Background: an optimization exercise with open tools, aiming at small area and a short achievable clock period. Do not read the settings as production practice.
In this exercise RTL edits were held to simulation tests only and were not proved equivalent to the original.
Power figures rest on the tool's default switching activity, not on a simulated workload.

before:
Design osd_text_overlay, start of the top module:
module osd_text_overlay #(
  parameter logic [9:0]  X0       = 10'd32,
  parameter logic [8:0]  Y0       = 9'd96,
  parameter logic [14:0] FG_COLOR = 15'h7FE0
) (
  input  logic       clk,
  input  logic       res,
  input  logic       ce,
  input  logic [9:0] osd_hcnt,
  input  logic [8:0] osd_vcnt,
  input  logic       osd_paper,
  input  logic       osd_blink,
  input  logic [4:0] in_red,
  input  logic [4:0] in_grn,
  input  logic [4:0] in_blu,
  input  logic       wr,
  input  logic       ctrl_wr,
  input  logic [7:0] addr,
  input  logic [7:0] d,
  input  logic [7:0] font_data,
  output logic [9:0] font_addr,
  output logic [4:0] out_red,
  output logic [4:0] out_grn,
  output logic [4:0] out_blu,
  output logic       busy
);
==> module osd_text_overlay, before the edit <==
module osd_text_overlay #(
  parameter logic [9:0]  X0       = 10'd32,
  parameter logic [8:0]  Y0       = 9'd96,
  parameter logic [14:0] FG_COLOR = 15'h7FE0
) (
  input  logic       clk,
  input  logic       res,
  input  logic       ce,
  input  logic [9:0] osd_hcnt,
  input  logic [8:0] osd_vcnt,
  input  logic       osd_paper,
  input  logic       osd_blink,
  input  logic [4:0] in_red,
  input  logic [4:0] in_grn,
  input  logic [4:0] in_blu,
  input  logic       wr,
  input  logic       ctrl_wr,
  input  logic [7:0] addr,
  input  logic [7:0] d,
  input  logic [7:0] font_data,
  output logic [9:0] font_addr,
  output logic [4:0] out_red,
  output logic [4:0] out_grn,
  output logic [4:0] out_blu,
  output logic       busy
);
  localparam int KA = 6;               
  localparam logic [7:0] C_BLANK = 8'h20;
  function automatic logic [7:0] phys(input logic [7:0] a);
    phys = {a[4:2] + 3'd1, a[1:0], ~a[7], a[6:5]};
  endfunction
  logic [7:0] mem [0:255];
  logic       busy_q, busy_o_q, en_q;
  logic [7:0] cnt_q;
  logic [15:0] wb_hi_n_q, wb_lo_n_q;
  logic [7:0]  wb_d_q;
  logic [7:0]      part_q [0:3];
  logic [7-KA:0]   rhi_q;
  logic            byp_q;
  logic [7:0]      byp_d_q;
  logic            ce_d_q;
  logic [7:0]      c_hold_q;
  logic [7:0]      w_c_new;
  logic        v1_q, v2_q;
  logic        hit1_q, blink1_q;
  logic [2:0]  bit1_q, line1_q;
  logic [14:0] rgb1_q;
  logic        hit2_q, inv2_q;
  logic [7:0]  sel2_q;
  logic [14:0] rgb2_q;
  logic [9:0]  font_addr_q;
  logic [14:0] out_q;
  logic [9:0] w_dx;
  logic [8:0] w_dy;
  logic       w_hit;
  logic [7:0] w_pa;
  logic [7:0] w_wa;
  logic       w_we;
  logic [7:0] w_c;
  logic       w_raw;
  logic [14:0] w_dim, w_on, w_off;
  assign w_dx  = osd_hcnt - X0;
  assign w_dy  = osd_vcnt - Y0;
  assign w_hit = osd_paper & en_q & (w_dx[9:8] == 2'b00) & (w_dy[8:6] == 3'b000);
  assign w_pa  = {osd_hcnt[7:3], osd_vcnt[5:3]};
  assign w_we = busy_q | wr;
  assign w_wa = phys(busy_q ? cnt_q : addr);
  always_ff @(posedge clk) begin
    wb_hi_n_q <= ~({15'd0, w_we} << w_wa[7:4]);
    wb_lo_n_q <= ~(16'd1 << w_wa[3:0]);
    wb_d_q  <= busy_q ? C_BLANK : d;
    for (int i = 0; i < 256; i++) begin
      if (!(wb_hi_n_q[i >> 4] || wb_lo_n_q[i & 15])) begin
        mem[i] <= wb_d_q;
      end
    end
    for (int g = 0; g < 4; g++) begin
      part_q[g] <= w_part[g];
    end
    rhi_q   <= w_pa[7:KA];
    byp_q   <= !(wb_hi_n_q[w_pa[7:4]] || wb_lo_n_q[w_pa[3:0]]);
    byp_d_q <= wb_d_q;
    ce_d_q  <= ce;
    if (ce_d_q) begin
      c_hold_q <= w_c_new;
    end
  end
  logic [7:0] w_v_oh, w_h_oh;
  logic [7:0] w_part [0:3];
  assign w_v_oh = 8'd1 << w_pa[2:0];
  assign w_h_oh = 8'd1 << w_pa[5:3];
  for (genvar g = 0; g < 4; g++) begin : g_grp
    for (genvar b = 0; b < 8; b++) begin : g_bit
      logic [7:0] t;
      for (genvar j = 0; j < 8; j++) begin : g_run
        logic [7:0] m;
        for (genvar i = 0; i < 8; i++) begin : g_ent
          assign m[i] = mem[g * 64 + j * 8 + i][b];
        end
        osd_aoi8 u_v (.d(m), .s(w_v_oh), .y(t[j]));
      end
      osd_aoi8 u_h (.d(t), .s(w_h_oh), .y(w_part[g][b]));
    end
  end
  assign w_c_new = byp_q ? byp_d_q : part_q[rhi_q];
  assign w_c     = ce_d_q ? w_c_new : c_hold_q;
  always_ff @(posedge clk or posedge res) begin
    if (res) begin
      busy_q   <= 1'b0;
      busy_o_q <= 1'b0;
      cnt_q    <= 8'd0;
      en_q     <= 1'b0;
    end else begin
      if (ctrl_wr) begin
        en_q <= d[0];
      end
      if (ctrl_wr && d[1]) begin
        busy_q   <= 1'b1;
        busy_o_q <= 1'b1;
        cnt_q    <= 8'd0;
      end else if (busy_q) begin
        if (cnt_q == 8'hFF) begin
          busy_q   <= 1'b0;
          busy_o_q <= 1'b0;
        end
        cnt_q <= cnt_q + 8'd1;
      end
    end
  end
  always_ff @(posedge clk) begin
    if (ce) begin
      hit1_q   <= w_hit;
      bit1_q   <= w_dx[2:0];
      line1_q  <= w_dy[2:0];
      blink1_q <= osd_blink;
      rgb1_q   <= {in_red, in_grn, in_blu};
      inv2_q   <= w_c[7] & blink1_q;
      hit2_q   <= hit1_q;
      sel2_q   <= 8'h80 >> bit1_q;
      rgb2_q   <= rgb1_q;
    end
  end
  assign w_raw = |(font_data & sel2_q);
  assign w_dim = {1'b0, rgb2_q[14:11], 1'b0, rgb2_q[9:6], 1'b0, rgb2_q[4:1]};
  assign w_on  = !v2_q ? 15'd0 : !hit2_q ? rgb2_q : (inv2_q ? w_dim : FG_COLOR);
  assign w_off = !v2_q ? 15'd0 : !hit2_q ? rgb2_q : (inv2_q ? FG_COLOR : w_dim);
  always_ff @(posedge clk or posedge res) begin
    if (res) begin
      v1_q        <= 1'b0;
      v2_q        <= 1'b0;
      font_addr_q <= 10'd0;
      out_q       <= 15'd0;
    end else if (ce) begin
      v1_q        <= 1'b1;
      v2_q        <= v1_q;
      font_addr_q <= {w_c[6:0], line1_q};
      out_q       <= w_raw ? w_on : w_off;
    end
  end
  assign font_addr = font_addr_q;
  assign out_red   = out_q[14:10];
  assign out_grn   = out_q[9:5];
  assign out_blu   = out_q[4:0];
  assign busy      = busy_o_q;
endmodule
Settings: LEC_CHECK=0, CAP_MARGIN=30, CORE_MARGIN=2, CORE_UTILIZATION=40, CTS_CLUSTER_DIAMETER=80, CTS_CLUSTER_SIZE=30, SETUP_SLACK_MARGIN=2.0, SLEW_MARGIN=20, SYNTH_HIERARCHICAL=1, TNS_END_PERCENT=20; clock period 4.0 ns.
run.sh (not shown) runs the stock make flow with config.mk's settings and CLKGATE_MAP_FILE= SYNTH_SCRIPT=/design/flow/synth_recipe.tcl, a recipe that flattens the netlist after the stock synthesis.
before finished every step from synthesis to the final layout, and the layout passed the timing, DRC and antenna checks.
### before -> after
--- a/flow/design.v
+++ b/flow/design.v
@@ -86,11 +86,11 @@
       c_hold_q <= w_c_new;
     end
   end
-  logic [7:0] w_v_oh, w_h_oh;
   logic [7:0] w_part [0:3];
-  assign w_v_oh = 8'd1 << w_pa[2:0];
-  assign w_h_oh = 8'd1 << w_pa[5:3];
   for (genvar g = 0; g < 4; g++) begin : g_grp
+    logic [7:0] w_v_oh, w_h_oh;
+    osd_dec3 u_vd (.a(w_pa[2:0]), .y(w_v_oh));
+    osd_dec3 u_hd (.a(w_pa[5:3]), .y(w_h_oh));
     for (genvar b = 0; b < 8; b++) begin : g_bit
       logic [7:0] t;
       for (genvar j = 0; j < 8; j++) begin : g_run
@@ -164,6 +164,12 @@
   assign out_blu   = out_q[4:0];
   assign busy      = busy_o_q;
 endmodule
+module osd_dec3 (
+  input  logic [2:0] a,
+  output logic [7:0] y
+);
+  assign y = 8'd1 << a;
+endmodule
 module osd_aoi8 (
   input  logic [7:0] d,
   input  logic [7:0] s,
--- outcome ---
The inverter count of the layout excluding clock inverters of after exceeds that of before by 1. Switching share of power: after and before compared, higher one is after. The width of the die was comparable across after and before. The run showing the greater average instance area after synthesis is before. Summary of after over before: multi-input gate share of total cell area +0.66 points; total leakage power did not really move. after consumes more power than before does. Going from before to after, synthesis-to-finish area growth dropped 0.28 points, synthesized area climbed 0.50%.

## static timing again, ports no longer ideal
In the flow no input, the clock included, has a driving cell. The finished layouts below were timed again as built, in two steps.
Step 1 (the two cells are an assumption about what drives the block):
set clk [get_ports {clk}]
set_driving_cell -lib_cell sky130_fd_sc_hd__clkbuf_16 $clk
set_driving_cell -lib_cell sky130_fd_sc_hd__buf_2 [delete_from_list [all_inputs] $clk]
Step 2, shift: input delay + t, output delay - t, t = (earliest + latest rising clock arrival at the registers) / 2. This alone moves slack from input paths to output paths.
a / b / c = no drivers / after step 1 / after step 2; a / b = the first two.
run | t, ns | setup WS [ns] | worst register clock-pin slew, ns | pins driven straight from the clock port
before | 0.839 | 1.857 / 1.780 / 1.023 | 0.12 / 0.12 | 1
after | 0.859 | 1.889 / 1.796 / 1.078 | 0.12 / 0.12 | 1
After both steps every run listed still meets setup and hold. The setup slack of before, which loses most, moves by -0.077 ns with the drivers and by -0.834 ns with both steps.
